From an optimization exercise on the open Yosys and OpenROAD flow, aimed at small area, a short achievable clock period and few clock cycles per item; shortcuts taken in it are not production practice.
Only simulation tests tie the RTL to the original design; equivalence was not proved.
Power and IR drop assume default switching activity.

## build 95
==> flow/design.v (excerpt) <==
module wbps_top (
  input  wire logic        clk_i,
  input  wire logic        rst_ni,
  input  wire logic        cfg_we_i,
  input  wire logic [2:0]  cfg_idx_i,
  input  wire logic [63:0] cfg_data_i,
  input  wire logic        in_valid_i,
  input  wire logic [7:0]  in_byte_i,
  input  wire logic        in_last_i,
  output logic             in_stall_o,
  output logic             out_valid_o,
  output logic             out_found_o,
  output logic [15:0]      out_offset_o,
  input  wire logic        out_stall_i
);
  wbps_pkg::in_t  in_data;
  wbps_pkg::out_t out_data;
  assign in_data.region_byte = in_byte_i;
  assign in_data.region_end  = in_last_i;
  assign out_found_o         = out_data.found;
  assign out_offset_o        = out_data.match_offset;
  wildcard_byte_pattern_scanner_core u_core (
    .clk_i       (clk_i),
    .rst_ni      (rst_ni),
    .cfg_we_i    (cfg_we_i),
    .cfg_idx_i   (cfg_idx_i),
    .cfg_data_i  (cfg_data_i),
    .in_valid_i  (in_valid_i),
    .in_data_i   (in_data),
    .in_stall_o  (in_stall_o),
    .out_valid_o (out_valid_o),
    .out_data_o  (out_data),
    .out_stall_i (out_stall_i)
  );
endmodule
Size: ~320 flip-flops, about 15000 µm² of cells after synthesis.
==> flow/config.mk <==
export PLATFORM = sky130hd
export DESIGN_NAME = wbps_top
export DESIGN_NICKNAME = wbps_top
export VERILOG_FILES = /design/flow/design.v
export SDC_FILE = /design/flow/constraint.sdc
export NUM_CORES = 4
export LEC_CHECK = 0
export CAP_MARGIN = 20
export CORE_MARGIN = 2
export CORE_UTILIZATION = 50
export CTS_BUF_LIST = sky130_fd_sc_hd__clkbuf_16
export CTS_CLUSTER_DIAMETER = 80
export CTS_CLUSTER_SIZE = 32
export PLACE_DENSITY = 0.65
export SETUP_SLACK_MARGIN = 4.4
export SLEW_MARGIN = 20
==> flow/constraint.sdc <==
create_clock -name core_clock -period 7.5 [get_ports {clk_i}]
set_input_delay 1.5000 -clock core_clock [delete_from_list [all_inputs] [get_ports {clk_i}]]
set_output_delay 1.5000 -clock core_clock [all_outputs]
set_load 0.01 [all_outputs]
standard.sh (not shown) runs the stock make flow with config.mk's settings and CLKGATE_MAP_FILE= SYNTH_SCRIPT=/design/flow/synth_recipe.tcl, a recipe that flattens the netlist after the stock synthesis.
==> flow/flow/run.sh <==
#!/bin/bash
# Standard layout, with plain buf_1 cells as the port buffers.
set -euo pipefail
bash standard.sh "BUFFER_PORTS_ARGS=-buffer_cell sky130_fd_sc_hd__buf_1" finish > standard_flow.log 2>&1
Build 95 completed every stage of the flow, and the final layout passed the timing, design-rule and antenna checks.
Testbench counts of build 95, summed over its fixed seeds: cycles 110,095, items 109,783.
Input changes introduced in build 26 (baseline for comparison: build 95):
- swapping sky130_fd_sc_hd__clkbuf_16 for sky130_fd_sc_hd__clkbuf_8 in CTS_BUF_LIST
- swapping 32 for 24 in CTS_CLUSTER_SIZE
- swapping 80 for 50 in CTS_CLUSTER_DIAMETER
## What came out
Internal power of the cells is higher on build 26
Comparing build 95 with build 26, the die outline area came out essentially unchanged.
Changes observed in build 26 relative to build 95: final-layout clock buffer total picked up an extra 21; non-clock buffer share of cell area essentially unchanged; maximum frequency held steady; power share of the combinational group went down by 1.1 points; met3 layer usage reported by global route went up 1.4 points.
Remaining global-route overflow came out exactly the same in build 26 and build 95.
[compare] base=build 95 new=build 26: worst hold slack lower; post-layout instance count excluding filler cells higher.
Minimum clock period after layout: build 95 vs build 26 — no meaningful difference
Edits applied to the flow inputs when going from build 26 to build 69:
- a change of CTS_CLUSTER_SIZE from 24 to 16
- a change of CTS_BUF_LIST from sky130_fd_sc_hd__clkbuf_8 to sky130_fd_sc_hd__clkbuf_4 sky130_fd_sc_hd__clkbuf_8
- a change of CTS_CLUSTER_DIAMETER from 50 to 40
Notes after the runs:
- Power: build 69 draws more than build 26
- Of build 26 and build 69, the run reporting the lower tightest slew margin relative to the limit was build 69.
- Any difference in power of the clock network between build 69 and build 26 is small enough to ignore.
- Build 69 finished all stages; the layout is clean.
Relative to build 69, the following input files were edited for build 20:
- CORE_UTILIZATION: 50 -> 62
- CTS_CLUSTER_SIZE: 16 -> 32
- PLACE_DENSITY: 0.65 -> 0.75
- CTS_BUF_LIST: sky130_fd_sc_hd__clkbuf_4 sky130_fd_sc_hd__clkbuf_8 -> sky130_fd_sc_hd__clkbuf_16
- CTS_CLUSTER_DIAMETER: 40 -> 80
Findings:
- Build 20 finished every step from synthesis to the final layout, and the layout passed the timing, design-rule and antenna checks.
- As far as endpoint required time on the critical path is concerned, build 20 and build 69 perform about the same.
- Diff build 69 -> build 20 | via count of the first global-routing pass | decrease of 86
- From build 69 to build 20 the numbers moved as follows: net count reported at finish dropped 26; total vias in the final route climbed 0.45%; area used by multi-input combinational logic barely changed.

* * *

The RTL this note starts from:
==> flow/design.v <==
`default_nettype none
package wbps_pkg;
  localparam int MAX_PATTERN_DEFAULT = 32;
  localparam int OFFSET_BITS_DEFAULT = 16;
  localparam int CFG_DATA_W   = 64;
  localparam int CFG_IDX_W    = 3;
  localparam int LEN_REG_W    = 6;
  localparam int PAT_REGS     = 4;
  localparam int PAT_BYTES    = PAT_REGS * CFG_DATA_W / 8;
  localparam int OFFSET_OUT_W = 16;
  localparam logic [7:0] WILDCARD_BYTE = 8'h2A;
  typedef struct packed {
    logic [7:0] region_byte;
    logic       region_end;
  } in_t;
  typedef struct packed {
    logic                    found;
    logic [OFFSET_OUT_W-1:0] match_offset;
  } out_t;
endpackage
`default_nettype wire
`default_nettype none
module wbps_cfg (
  input  wire logic         clk_i,
  input  wire logic         rst_ni,
  input  wire logic         cfg_we_i,
  input  wire logic [2:0]   cfg_idx_i,
  input  wire logic [63:0]  cfg_data_i,
  output logic      [4:0]   nm1_o,
  output logic      [3:0]   wvld_o,
  output logic [3:0][63:0]  pat_o
);
  logic [4:0]       nm1_q;
  logic [3:0]       wvld_q;
  logic [3:0][63:0] pat_q;
  logic [5:0]       lw;
  logic [4:0]       nm1_d;
  assign lw    = cfg_data_i[5:0];
  assign nm1_d = (lw == 6'd0) ? 5'd0 : (lw > 6'd32) ? 5'd31 : 5'(lw - 6'd1);
  always_ff @(posedge clk_i or negedge rst_ni) begin
    if (!rst_ni) begin
      nm1_q  <= 5'd0;
      wvld_q <= 4'd0;
    end else if (cfg_we_i) begin
      if (cfg_idx_i == 3'd0) nm1_q <= nm1_d;
      for (int w = 0; w < 4; w++) begin
        if (cfg_idx_i == 3'(w + 1)) wvld_q[w] <= 1'b1;
      end
    end
  end
  always_ff @(posedge clk_i) begin
    for (int w = 0; w < 4; w++) begin
      if (cfg_we_i && cfg_idx_i == 3'(w + 1)) pat_q[w] <= cfg_data_i;
    end
  end
  assign nm1_o  = nm1_q;
  assign wvld_o = wvld_q;
  assign pat_o  = pat_q;
endmodule
`default_nettype wire
`default_nettype none
module wbps_window (
  input  wire logic         clk_i,
  input  wire logic         step_i,      
  input  wire logic         first_i,     
  input  wire logic         zero_i,      
  input  wire logic [4:0]   nm1_i,
  output logic      [15:0]  off_o
);
  logic [15:0] off_q;
  logic [15:0] n16;
  assign n16 = 16'(nm1_i) + 16'd1;
  always_ff @(posedge clk_i) begin
    if (step_i) begin
      if (zero_i) begin
        off_q <= 16'd0;
      end else if (first_i) begin
        off_q <= 16'd1 - n16;
      end else if (off_q != ~n16) begin
        off_q <= off_q + 16'd1;
      end
    end
  end
  assign off_o = off_q;
endmodule
`default_nettype wire
`default_nettype none
module wbps_match (
  input  wire logic         clk_i,
  input  wire logic         load_i,
  input  wire logic         restart_i,
  input  wire logic [7:0]   byte_i,
  input  wire logic [3:0]   wvld_i,
  input  wire logic [3:0][63:0] pat_i,
  input  wire logic [4:0]   nm1_i,
  output logic              hit_o
);
  logic [31:0] eq;
  logic [31:0] st_q;
  logic        zero_byte;
  assign zero_byte = (byte_i == 8'h00);
  always_comb begin
    for (int k = 0; k < 32; k++) begin
      if (wvld_i[k / 8]) begin
        eq[k] = (pat_i[k / 8][(k % 8) * 8 +: 8] == wbps_pkg::WILDCARD_BYTE) ||
                (pat_i[k / 8][(k % 8) * 8 +: 8] == byte_i);
      end else begin
        eq[k] = zero_byte;
      end
    end
  end
  always_ff @(posedge clk_i) begin
    if (load_i) begin
      st_q <= eq & {st_q[30:0] & {31{!restart_i}}, 1'b1};
    end
  end
  assign hit_o = st_q[nm1_i];
endmodule
`default_nettype wire
`default_nettype none
module wildcard_byte_pattern_scanner_core (
  input  wire logic         clk_i,
  input  wire logic         rst_ni,
  input  wire logic         cfg_we_i,
  input  wire logic [2:0]   cfg_idx_i,
  input  wire logic [63:0]  cfg_data_i,
  input  wire logic         in_valid_i,
  input  wire wbps_pkg::in_t in_data_i,
  output logic              in_stall_o,
  output logic              out_valid_o,
  output wbps_pkg::out_t    out_data_o,
  input  wire logic         out_stall_i
);
  logic [4:0]       nm1;
  logic [3:0]       wvld;
  logic [3:0][63:0] pat;
  logic             load;
  logic             step;
  logic             hit;
  logic [15:0]      off;
  logic             last_q;    
  logic             first_q;   
  logic             fresh_q;   
  logic             done_q;    
  logic             ov_q;
  logic             found_q;
  assign in_stall_o = out_stall_i;
  assign load       = in_valid_i && !out_stall_i;
  assign step       = fresh_q && !out_stall_i;
  wbps_cfg u_cfg (
    .clk_i      (clk_i),
    .rst_ni     (rst_ni),
    .cfg_we_i   (cfg_we_i),
    .cfg_idx_i  (cfg_idx_i),
    .cfg_data_i (cfg_data_i),
    .nm1_o      (nm1),
    .wvld_o     (wvld),
    .pat_o      (pat)
  );
  wbps_match u_match (
    .clk_i     (clk_i),
    .load_i    (load),
    .restart_i (last_q),
    .byte_i    (in_data_i.region_byte),
    .wvld_i    (wvld),
    .pat_i     (pat),
    .nm1_i     (nm1),
    .hit_o     (hit)
  );
  wbps_window u_window (
    .clk_i   (clk_i),
    .step_i  (step),
    .first_i (first_q),
    .zero_i  (last_q && !hit),
    .nm1_i   (nm1),
    .off_o   (off)
  );
  always_ff @(posedge clk_i or negedge rst_ni) begin
    if (!rst_ni) begin
      last_q  <= 1'b1;
      fresh_q <= 1'b0;
      ov_q    <= 1'b0;
    end else if (!out_stall_i) begin
      fresh_q <= in_valid_i;
      ov_q    <= fresh_q && !done_q && (hit || last_q);
      if (in_valid_i) last_q <= in_data_i.region_end;
    end
  end
  always_ff @(posedge clk_i) begin
    if (load) begin
      first_q <= last_q;
      done_q  <= !last_q && (done_q || hit);
    end
    if (!out_stall_i) found_q <= hit;
  end
  assign out_valid_o             = ov_q;
  assign out_data_o.found        = found_q;
  assign out_data_o.match_offset = off;
endmodule
`default_nettype wire
`default_nettype none
module wbps_top (
  input  wire logic        clk_i,
  input  wire logic        rst_ni,
  input  wire logic        cfg_we_i,
  input  wire logic [2:0]  cfg_idx_i,
  input  wire logic [63:0] cfg_data_i,
  input  wire logic        in_valid_i,
  input  wire logic [7:0]  in_byte_i,
  input  wire logic        in_last_i,
  output logic             in_stall_o,
  output logic             out_valid_o,
  output logic             out_found_o,
  output logic [15:0]      out_offset_o,
  input  wire logic        out_stall_i
);
  wbps_pkg::in_t  in_data;
  wbps_pkg::out_t out_data;
  assign in_data.region_byte = in_byte_i;
  assign in_data.region_end  = in_last_i;
  assign out_found_o         = out_data.found;
  assign out_offset_o        = out_data.match_offset;
  wildcard_byte_pattern_scanner_core u_core (
    .clk_i       (clk_i),
    .rst_ni      (rst_ni),
    .cfg_we_i    (cfg_we_i),
    .cfg_idx_i   (cfg_idx_i),
    .cfg_data_i  (cfg_data_i),
    .in_valid_i  (in_valid_i),
    .in_data_i   (in_data),
    .in_stall_o  (in_stall_o),
    .out_valid_o (out_valid_o),
    .out_data_o  (out_data),
    .out_stall_i (out_stall_i)
  );
endmodule
`default_nettype wire
export LEC_CHECK = 0
export CAP_MARGIN = 20
export CORE_MARGIN = 2
export CORE_UTILIZATION = 50
export CTS_BUF_LIST = sky130_fd_sc_hd__clkbuf_16
export CTS_CLUSTER_DIAMETER = 80
export CTS_CLUSTER_SIZE = 32
export PLACE_DENSITY = 0.65
export SETUP_SLACK_MARGIN = 3.0
export SLEW_MARGIN = 20
create_clock -name core_clock -period 7.5 [get_ports {clk_i}]
Scripts as last shown in full above: flow/flow/run.sh
The first run went through all stages and came out clean.
Testbench counts at the start, summed over its fixed seeds: cycles 110,095, items 109,783.
Change:
==> flow/config.mk (replaced) <==
export PLATFORM = sky130hd
export DESIGN_NAME = wbps_top
export DESIGN_NICKNAME = wbps_top
export VERILOG_FILES = /design/flow/design.v
export SDC_FILE = /design/flow/constraint.sdc
export NUM_CORES = 4
export LEC_CHECK = 0
export CAP_MARGIN = 20
export CORE_MARGIN = 2
export CORE_UTILIZATION = 45
export PLACE_DENSITY = 0.6
export SETUP_SLACK_MARGIN = 4.3
export SLEW_MARGIN = 20
- via count goes up by 2.0%
- critical path depth goes down by 4
- total power goes up by 18%
- global-route usage goes down by 1.5 points
- synthesized cell count is unchanged
- cell count goes up by 5.9%
- clock power goes up by 61%
- core utilization goes down by 3.1 points
- routed wire length goes up by 4.7%
Change:
==> flow/run.sh (new file) <==
#!/bin/bash
# synth_recipe.tcl (not shown) runs the flow's synth.tcl, then flattens the netlist and writes it again
# the make line also repeats each setting of config.mk as NAME=value (left out here)
make -C /OpenROAD-flow-scripts/flow DESIGN_CONFIG=/design/flow/config.mk WORK_HOME=/design/flow/orfs CLKGATE_MAP_FILE= SYNTH_SCRIPT=/design/flow/synth_recipe.tcl finish
--- a/flow/config.mk
+++ b/flow/config.mk
@@ -10,4 +10,5 @@
 export CORE_UTILIZATION = 45
+export CTS_BUF_LIST = sky130_fd_sc_hd__clkbuf_4 sky130_fd_sc_hd__clkbuf_8
 export PLACE_DENSITY = 0.6
-export SETUP_SLACK_MARGIN = 4.3
+export SETUP_SLACK_MARGIN = 3.5
 export SLEW_MARGIN = 20
removed: flow/flow/run.sh
removed: flow/standard.sh
The changed run finished clean.
Maximum frequency goes down by 18%.
First-iteration DRC count goes down by about 25%.
Via count goes down by 0.52%.
Synthesized cell count stays the same.
Non-clock buffer count goes down by 2.
Register-to-register slack got worse by 0.50 ns.
Wire length barely changes.
Clock power goes down by about 14%.
Total power goes down by 4.8%.
Worst hold slack improved by 0.0057 ns.

separate check: timing with driven ports:
The results above use ideal ports. As a check the final layouts listed here were re-extracted and re-timed, cells and wires unchanged.
Step 1 assumes that a clkbuf_16 drives the clock port and a buf_2 every other input.
Step 2 also shifts input and output timing later by t, the mid clock arrival at the registers, as if the neighbouring blocks saw the same clock.
Slacks: no drivers / after step 1 / after step 2; pairs: no drivers / after step 1.
run	t (ns)	slack for setup (ns)	hold slack, ns	worst setup path after step 2	worst slew at a driven data input, ns
build 95	0.551	4.292 / 4.240 / 4.053	0.492 / 0.492 / 0.492	input to register	0.07
build 26	0.580	4.292 / 4.240 / 3.946	0.486 / 0.486 / 0.486	input to register	0.07
build 69	0.593	4.292 / 4.240 / 3.988	0.480 / 0.480 / 0.480	input to register	0.07
build 20	0.545	4.293 / 4.246 / 3.950	0.488 / 0.488 / 0.488	input to register	0.06
the first run of note 2	0.567	3.941 / 3.969 / 3.402	0.486 / 0.486 / 0.486	input to register	0.04
the second run of note 2	0.553	4.290 / 4.238 / 3.900	0.476 / 0.476 / 0.476	input to register	0.07
the third run of note 2	0.636	3.562 / 3.535 / 3.535	0.482 / 0.482 / 0.482	input to output	0.04
After both steps setup and hold are still met in every run listed. For the first run of note 2, which loses most, drivers alone change the setup slack by +0.028 ns; drivers and shift together by -0.539 ns.
